This is an optimization exercise on Yosys and OpenROAD, whose aim is small area, not a production implementation. The RTL was checked by simulation tests, not by an equivalence proof against the original design. Power and IR drop assume default switching activity.

==> flow/design.v <==
package grf_scoreboard_pkg;
    localparam int unsigned WIDTH  = 32;
    localparam int unsigned NREG   = 32;
    localparam int unsigned REG_AW = 5;
    typedef logic [REG_AW-1:0] reg_idx_t;
    typedef logic [WIDTH-1:0]  word_t;
    localparam reg_idx_t REG_ZERO = 5'd0;
    function automatic logic is_live(input logic [REG_AW-1:0] idx);
        is_live = (idx != 5'd0);
    endfunction
endpackage
module c_a222oi (input logic a1, a2, b1, b2, c1, c2, output logic y);
    assign y = !((a1 & a2) | (b1 & b2) | (c1 & c2));
endmodule
module c_nand2 (input logic a, b, output logic y);
    assign y = !(a & b);
endmodule
module c_nand3 (input logic a, b, c, output logic y);
    assign y = !(a & b & c);
endmodule
module c_nand4 (input logic a, b, c, d, output logic y);
    assign y = !(a & b & c & d);
endmodule
module c_or3 (input logic a, b, c, output logic y);
    assign y = a | b | c;
endmodule
module c_a31o (input logic a1, a2, a3, b1, output logic y);
    assign y = (a1 & a2 & a3) | b1;
endmodule
module c_nor2 (input logic a, b, output logic y);
    assign y = !(a | b);
endmodule
module c_and2 (input logic a, b, output logic y);
    assign y = a & b;
endmodule
module c_and3 (input logic a, b, c, output logic y);
    assign y = a & b & c;
endmodule
module grf_aoi_tree #(parameter int NT = 32)
(
    input  logic [31:0] s,
    input  logic [31:0] d,
    output logic [2:0]  g
);
    logic [11:0] n;
    for (genvar k = 0; k < 10; k++) begin : g_l1
        c_a222oi u (.a1(s[3*k]), .a2(d[3*k]), .b1(s[3*k+1]), .b2(d[3*k+1]),
                    .c1(s[3*k+2]), .c2(d[3*k+2]), .y(n[k]));
    end
    c_nand2 u10 (.a(s[30]), .b(d[30]), .y(n[10]));
    if (NT == 32) begin : g_t31
        c_nand2 u11 (.a(s[31]), .b(d[31]), .y(n[11]));
        c_nand4 u_g2 (.a(n[8]), .b(n[9]), .c(n[10]), .d(n[11]), .y(g[2]));
    end else begin : g_t30
        assign n[11] = 1'b1;
        c_nand3 u_g2 (.a(n[8]), .b(n[9]), .c(n[10]), .y(g[2]));
    end
    c_nand4 u_g0 (.a(n[0]), .b(n[1]), .c(n[2]), .d(n[3]), .y(g[0]));
    c_nand4 u_g1 (.a(n[4]), .b(n[5]), .c(n[6]), .d(n[7]), .y(g[1]));
endmodule
module grf_rd_dec
(
    input  logic [4:0]  a,
    input  logic [4:0]  a3,
    input  logic        we,
    input  logic [31:1] wr_n,     
    output logic [31:1] sel,
    output logic        byp
);
    logic [3:0] lo;
    logic [7:0] hi;
    grf_predec u_pd (.a(a), .lo(lo), .hi(hi));
    grf_byp u_byp (.a(a), .a3(a3), .we(we), .byp(byp));
    for (genvar i = 1; i < 32; i++) begin : g_sel
        c_and3 u (.a(lo[i % 4]), .b(hi[i / 4]), .c(wr_n[i]), .y(sel[i]));
    end
endmodule
module grf_predec
(
    input  logic [4:0] a,
    output logic [3:0] lo,
    output logic [7:0] hi
);
    for (genvar k = 0; k < 4; k++) begin : g_lo
        assign lo[k] = (a[1:0] == 2'(k));
    end
    for (genvar j = 0; j < 8; j++) begin : g_hi
        assign hi[j] = (a[4:2] == 3'(j));
    end
endmodule
module grf_byp
(
    input  logic [4:0] a,
    input  logic [4:0] a3,
    input  logic       we,
    output logic       byp
);
    assign byp = we && (a3 == a) && (a != 5'd0);
endmodule
module grf_wr_dec
(
    input  logic        reset,
    input  logic [4:0]  a3,
    input  logic        we,
    input  logic        issue_en,
    input  logic [4:0]  issue_dst,
    output logic [31:1] wr_n,
    output logic [31:1] row_en,
    output logic [31:1] iss
);
    logic [3:0] wlo, ilo_n;
    logic [7:0] whi, ihi_n;
    logic       reset_n;
    assign reset_n = !reset;
    for (genvar k = 0; k < 4; k++) begin : g_lo
        assign wlo[k] = we && (a3[1:0] == 2'(k));
        assign ilo_n[k] = !(issue_en && !reset && (issue_dst[1:0] == 2'(k)));
    end
    for (genvar j = 0; j < 8; j++) begin : g_hi
        assign whi[j] = (a3[4:2] == 3'(j));
        assign ihi_n[j] = (issue_dst[4:2] != 3'(j));
    end
    for (genvar i = 1; i < 32; i++) begin : g_row
        c_nand2 u_wr  (.a(wlo[i % 4]), .b(whi[i / 4]), .y(wr_n[i]));
        c_nand2 u_en  (.a(wr_n[i]), .b(reset_n), .y(row_en[i]));
        c_nor2  u_iss (.a(ilo_n[i % 4]), .b(ihi_n[i / 4]), .y(iss[i]));
    end
endmodule
module grf_scoreboard
(
    input  logic     clk,
    input  logic     reset,
    input  logic [grf_scoreboard_pkg::REG_AW-1:0] A1,
    input  logic [grf_scoreboard_pkg::REG_AW-1:0] A2,
    output logic [grf_scoreboard_pkg::WIDTH-1:0] RD1,
    output logic [grf_scoreboard_pkg::WIDTH-1:0] RD2,
    output logic     busy1,
    output logic     busy2,
    input  logic [grf_scoreboard_pkg::REG_AW-1:0] A3,
    input  logic [grf_scoreboard_pkg::WIDTH-1:0] WD,
    input  logic     WE,
    input  logic     issue_en,
    input  logic [grf_scoreboard_pkg::REG_AW-1:0] issue_dst
);
    localparam int W = grf_scoreboard_pkg::WIDTH;
    logic [W-1:0] r_regs [1:31];
    logic [31:1]  r_pend;
    logic [31:1]  w_wr_n;
    logic [31:1]  w_row_en;
    logic [31:1]  w_iss;
    logic [31:1]  w_pend_d;
    logic [W-1:0] w_wdata;
    grf_wr_dec u_wdec (
        .reset     (reset),
        .a3        (A3),
        .we        (WE),
        .issue_en  (issue_en),
        .issue_dst (issue_dst),
        .wr_n      (w_wr_n),
        .row_en    (w_row_en),
        .iss       (w_iss)
    );
    logic w_reset_n;
    assign w_reset_n = !reset;
    for (genvar b = 0; b < W; b++) begin : g_wd
        c_and2 u (.a(WD[b]), .b(w_reset_n), .y(w_wdata[b]));
    end
    for (genvar i = 1; i < 32; i++) begin : g_row
        always_ff @(posedge clk) begin
            if (w_row_en[i]) begin
                r_regs[i] <= w_wdata;
            end
        end
        c_a31o u_pend (.a1(r_pend[i]), .a2(w_wr_n[i]), .a3(w_reset_n), .b1(w_iss[i]), .y(w_pend_d[i]));
        always_ff @(posedge clk) begin
            r_pend[i] <= w_pend_d[i];
        end
    end
    logic [31:1] w_sel1, w_sel2;
    logic        w_byp1, w_byp2;
    grf_rd_dec u_rdec1 (.a(A1), .a3(A3), .we(WE), .wr_n(w_wr_n), .sel(w_sel1), .byp(w_byp1));
    grf_rd_dec u_rdec2 (.a(A2), .a3(A3), .we(WE), .wr_n(w_wr_n), .sel(w_sel2), .byp(w_byp2));
    for (genvar b = 0; b < W; b++) begin : g_rd
        logic [31:0] w_s1, w_s2, w_d;
        logic [2:0]  w_g1, w_g2;
        for (genvar i = 1; i < 32; i++) begin : g_t
            assign w_s1[i-1] = w_sel1[i];
            assign w_s2[i-1] = w_sel2[i];
            assign w_d[i-1]  = r_regs[i][b];
        end
        assign w_s1[31] = w_byp1;
        assign w_s2[31] = w_byp2;
        assign w_d[31]  = WD[b];
        grf_aoi_tree #(.NT(32)) u_t1 (.s(w_s1), .d(w_d), .g(w_g1));
        grf_aoi_tree #(.NT(32)) u_t2 (.s(w_s2), .d(w_d), .g(w_g2));
        c_or3 u_o1 (.a(w_g1[0]), .b(w_g1[1]), .c(w_g1[2]), .y(RD1[b]));
        c_or3 u_o2 (.a(w_g2[0]), .b(w_g2[1]), .c(w_g2[2]), .y(RD2[b]));
    end
    logic [31:0] w_bs1, w_bs2, w_bd;
    logic [2:0]  w_bg1, w_bg2;
    for (genvar i = 1; i < 32; i++) begin : g_bt
        assign w_bs1[i-1] = w_sel1[i];
        assign w_bs2[i-1] = w_sel2[i];
        assign w_bd[i-1]  = r_pend[i];
    end
    assign w_bs1[31] = 1'b0;
    assign w_bs2[31] = 1'b0;
    assign w_bd[31]  = 1'b0;
    grf_aoi_tree #(.NT(31)) u_bt1 (.s(w_bs1), .d(w_bd), .g(w_bg1));
    grf_aoi_tree #(.NT(31)) u_bt2 (.s(w_bs2), .d(w_bd), .g(w_bg2));
    c_or3 u_b1 (.a(w_bg1[0]), .b(w_bg1[1]), .c(w_bg1[2]), .y(busy1));
    c_or3 u_b2 (.a(w_bg2[0]), .b(w_bg2[1]), .c(w_bg2[2]), .y(busy2));
endmodule
clock: 6.0 ns
lec_check: 0
cap_margin: 20
core_margin: 2
core_utilization: 60
cts_buf_list: sky130_fd_sc_hd__clkbuf_16
cts_cluster_diameter: 80
cts_cluster_size: 25
place_density: 0.72
setup_slack_margin: 0.25
slew_margin: 20
synth_hierarchical: 1
synth_minimum_keep_size: 0
standard.sh (not shown) runs the stock make flow with config.mk's settings and CLKGATE_MAP_FILE= SYNTH_SCRIPT=/design/flow/synth_recipe.tcl, a recipe that flattens the netlist after the stock synthesis.
==> flow/flow/run.sh <==
#!/bin/bash
# The standard layout (standard.sh), with one change: the buffer that ORFS puts on every
# input and output port is sky130_fd_sc_hd__buf_1 instead of the delay cell buffer_ports picks
# on its own. Every other step, setting and check is the standard flow's.
set -e
cp standard.sh standard.sh.log
export BUFFER_PORTS_ARGS="-buffer_cell sky130_fd_sc_hd__buf_1"
bash standard.sh > standard.log 2>&1
The starting point went through all stages and came out clean.
Then changed:
==> flow/run.sh (new file) <==
#!/bin/bash
# synth_recipe.tcl (not shown) runs the flow's synth.tcl, then flattens the netlist and writes it again
# the make line also repeats each setting of config.mk as NAME=value (left out here)
make -C /OpenROAD-flow-scripts/flow DESIGN_CONFIG=/design/flow/config.mk WORK_HOME=/design/flow/orfs CLKGATE_MAP_FILE= SYNTH_SCRIPT=/design/flow/synth_recipe.tcl finish
Settings changed: SETUP_SLACK_MARGIN 0.25 to 0.3.
removed: flow/flow/run.sh
removed: flow/standard.sh
Outcome: Routed wire length goes up by a little under a tenth. Clock skew stays the same. Final area goes up by a few percent. Power goes up by a few percent. Worst setup slack degrades by 79 ps. Register-to-register slack hardly moves. Synthesized cell count does not change. Cell count goes up by a few percent. Utilization goes up by 3.5 points. Clock-buffer cell count does not change. Global-route usage goes up by 4.0 points.
Then changed:
==> flow/flow/run.sh (new file) <==
#!/bin/bash
# The standard layout (standard.sh), with one change: the buffer that ORFS puts on every
# input and output port is sky130_fd_sc_hd__buf_1 instead of the delay cell buffer_ports picks
# on its own. Every other step, setting and check is the standard flow's.
set -e
cp standard.sh standard.sh.log
export BUFFER_PORTS_ARGS="-buffer_cell sky130_fd_sc_hd__buf_1"
bash standard.sh > standard.log 2>&1
==> flow/standard.sh (new file) <==
#!/bin/bash
# synth_recipe.tcl (not shown) runs the flow's synth.tcl, then flattens the netlist and writes it again
# the make line also repeats each setting of config.mk as NAME=value (left out here)
make -C /OpenROAD-flow-scripts/flow DESIGN_CONFIG=/design/flow/config.mk WORK_HOME=/design/flow/orfs CLKGATE_MAP_FILE= SYNTH_SCRIPT=/design/flow/synth_recipe.tcl "${@:-finish}"
Settings changed: CTS_CLUSTER_DIAMETER 80 to 90, CTS_CLUSTER_SIZE 25 to 28, SETUP_SLACK_MARGIN 0.3 to 0.25.
removed: flow/run.sh
Result: The new run completed with no timing, DRC or antenna violations; wire length is lower by a little under a tenth; global-route usage is lower by 3.9 points; power is lower by a few percent; clock power is lower by a few percent; die area stays the same; synthesized area does not change; count of clock-buffer cells in the layout is lower by 7; hold slack gets better by 7.5 ps; fmax is higher by a few percent; via count is lower by a few percent; design area is lower by a few percent.
Then changed:
==> flow/flow/run.sh (replaced) <==
#!/bin/bash
# The standard layout (standard.sh), with two changes: the buffer that ORFS puts on every
# input and output port is sky130_fd_sc_hd__buf_1 instead of the delay cell buffer_ports picks
# on its own, and after the global-route timing repair ORFS's power recovery downsizes gates
# on paths with slack to spare. Every other step, setting and check is the standard flow's.
set -e
cp standard.sh standard.sh.log
export BUFFER_PORTS_ARGS="-buffer_cell sky130_fd_sc_hd__buf_1"
export RECOVER_POWER=100
bash standard.sh > standard.log 2>&1
Settings changed: CTS_CLUSTER_DIAMETER 90 to 80, CTS_CLUSTER_SIZE 28 to 25.
This time the run ran to the end with violations: capacitance limit, slew limit; wire length is about the same; hold slack got worse by 5.1 ps; setup slack got worse by 110 ps; critical path depth rose by 1; utilization came out lower by 0.16 points; clock power came out higher by about 5%; area after synthesis does not change; die area is unchanged; combinational power hardly moves; maximum frequency came out lower by 1.9%.

[static timing again, ports no longer ideal]
Ports are ideal in the flow. The routed layouts listed here were re-timed in OpenROAD. Step 1: set_driving_cell puts a clkbuf_16 on clk and a buf_2 on each other input, an assumption about the parent block. Step 2 adds t to the input delays and takes it off the output delays; t is the mean of the earliest and latest rising clock arrival at the registers after step 1. Input paths then give back, and output paths get back, about the clock's delay inside the block. Slacks: ideal ports / drivers / drivers and shift; pairs: ideal ports / drivers.
run	t, ns	slack for setup (ns)	slew at the worst register clock pin (ns)	worst slew at a driven data input, ns
the first run	0.708	0.251 / 0.210 / 0.210	0.11 / 0.11	0.05
the second run	0.720	0.172 / 0.135 / 0.135	0.10 / 0.10	0.15
the third run	0.694	0.335 / 0.293 / 0.293	0.12 / 0.12	0.05
the fourth run	0.705	0.226 / 0.197 / 0.165	0.11 / 0.11	0.05
The setup slack of the fourth run, which loses most, moves by -0.029 ns with the drivers and by -0.061 ns with both steps.
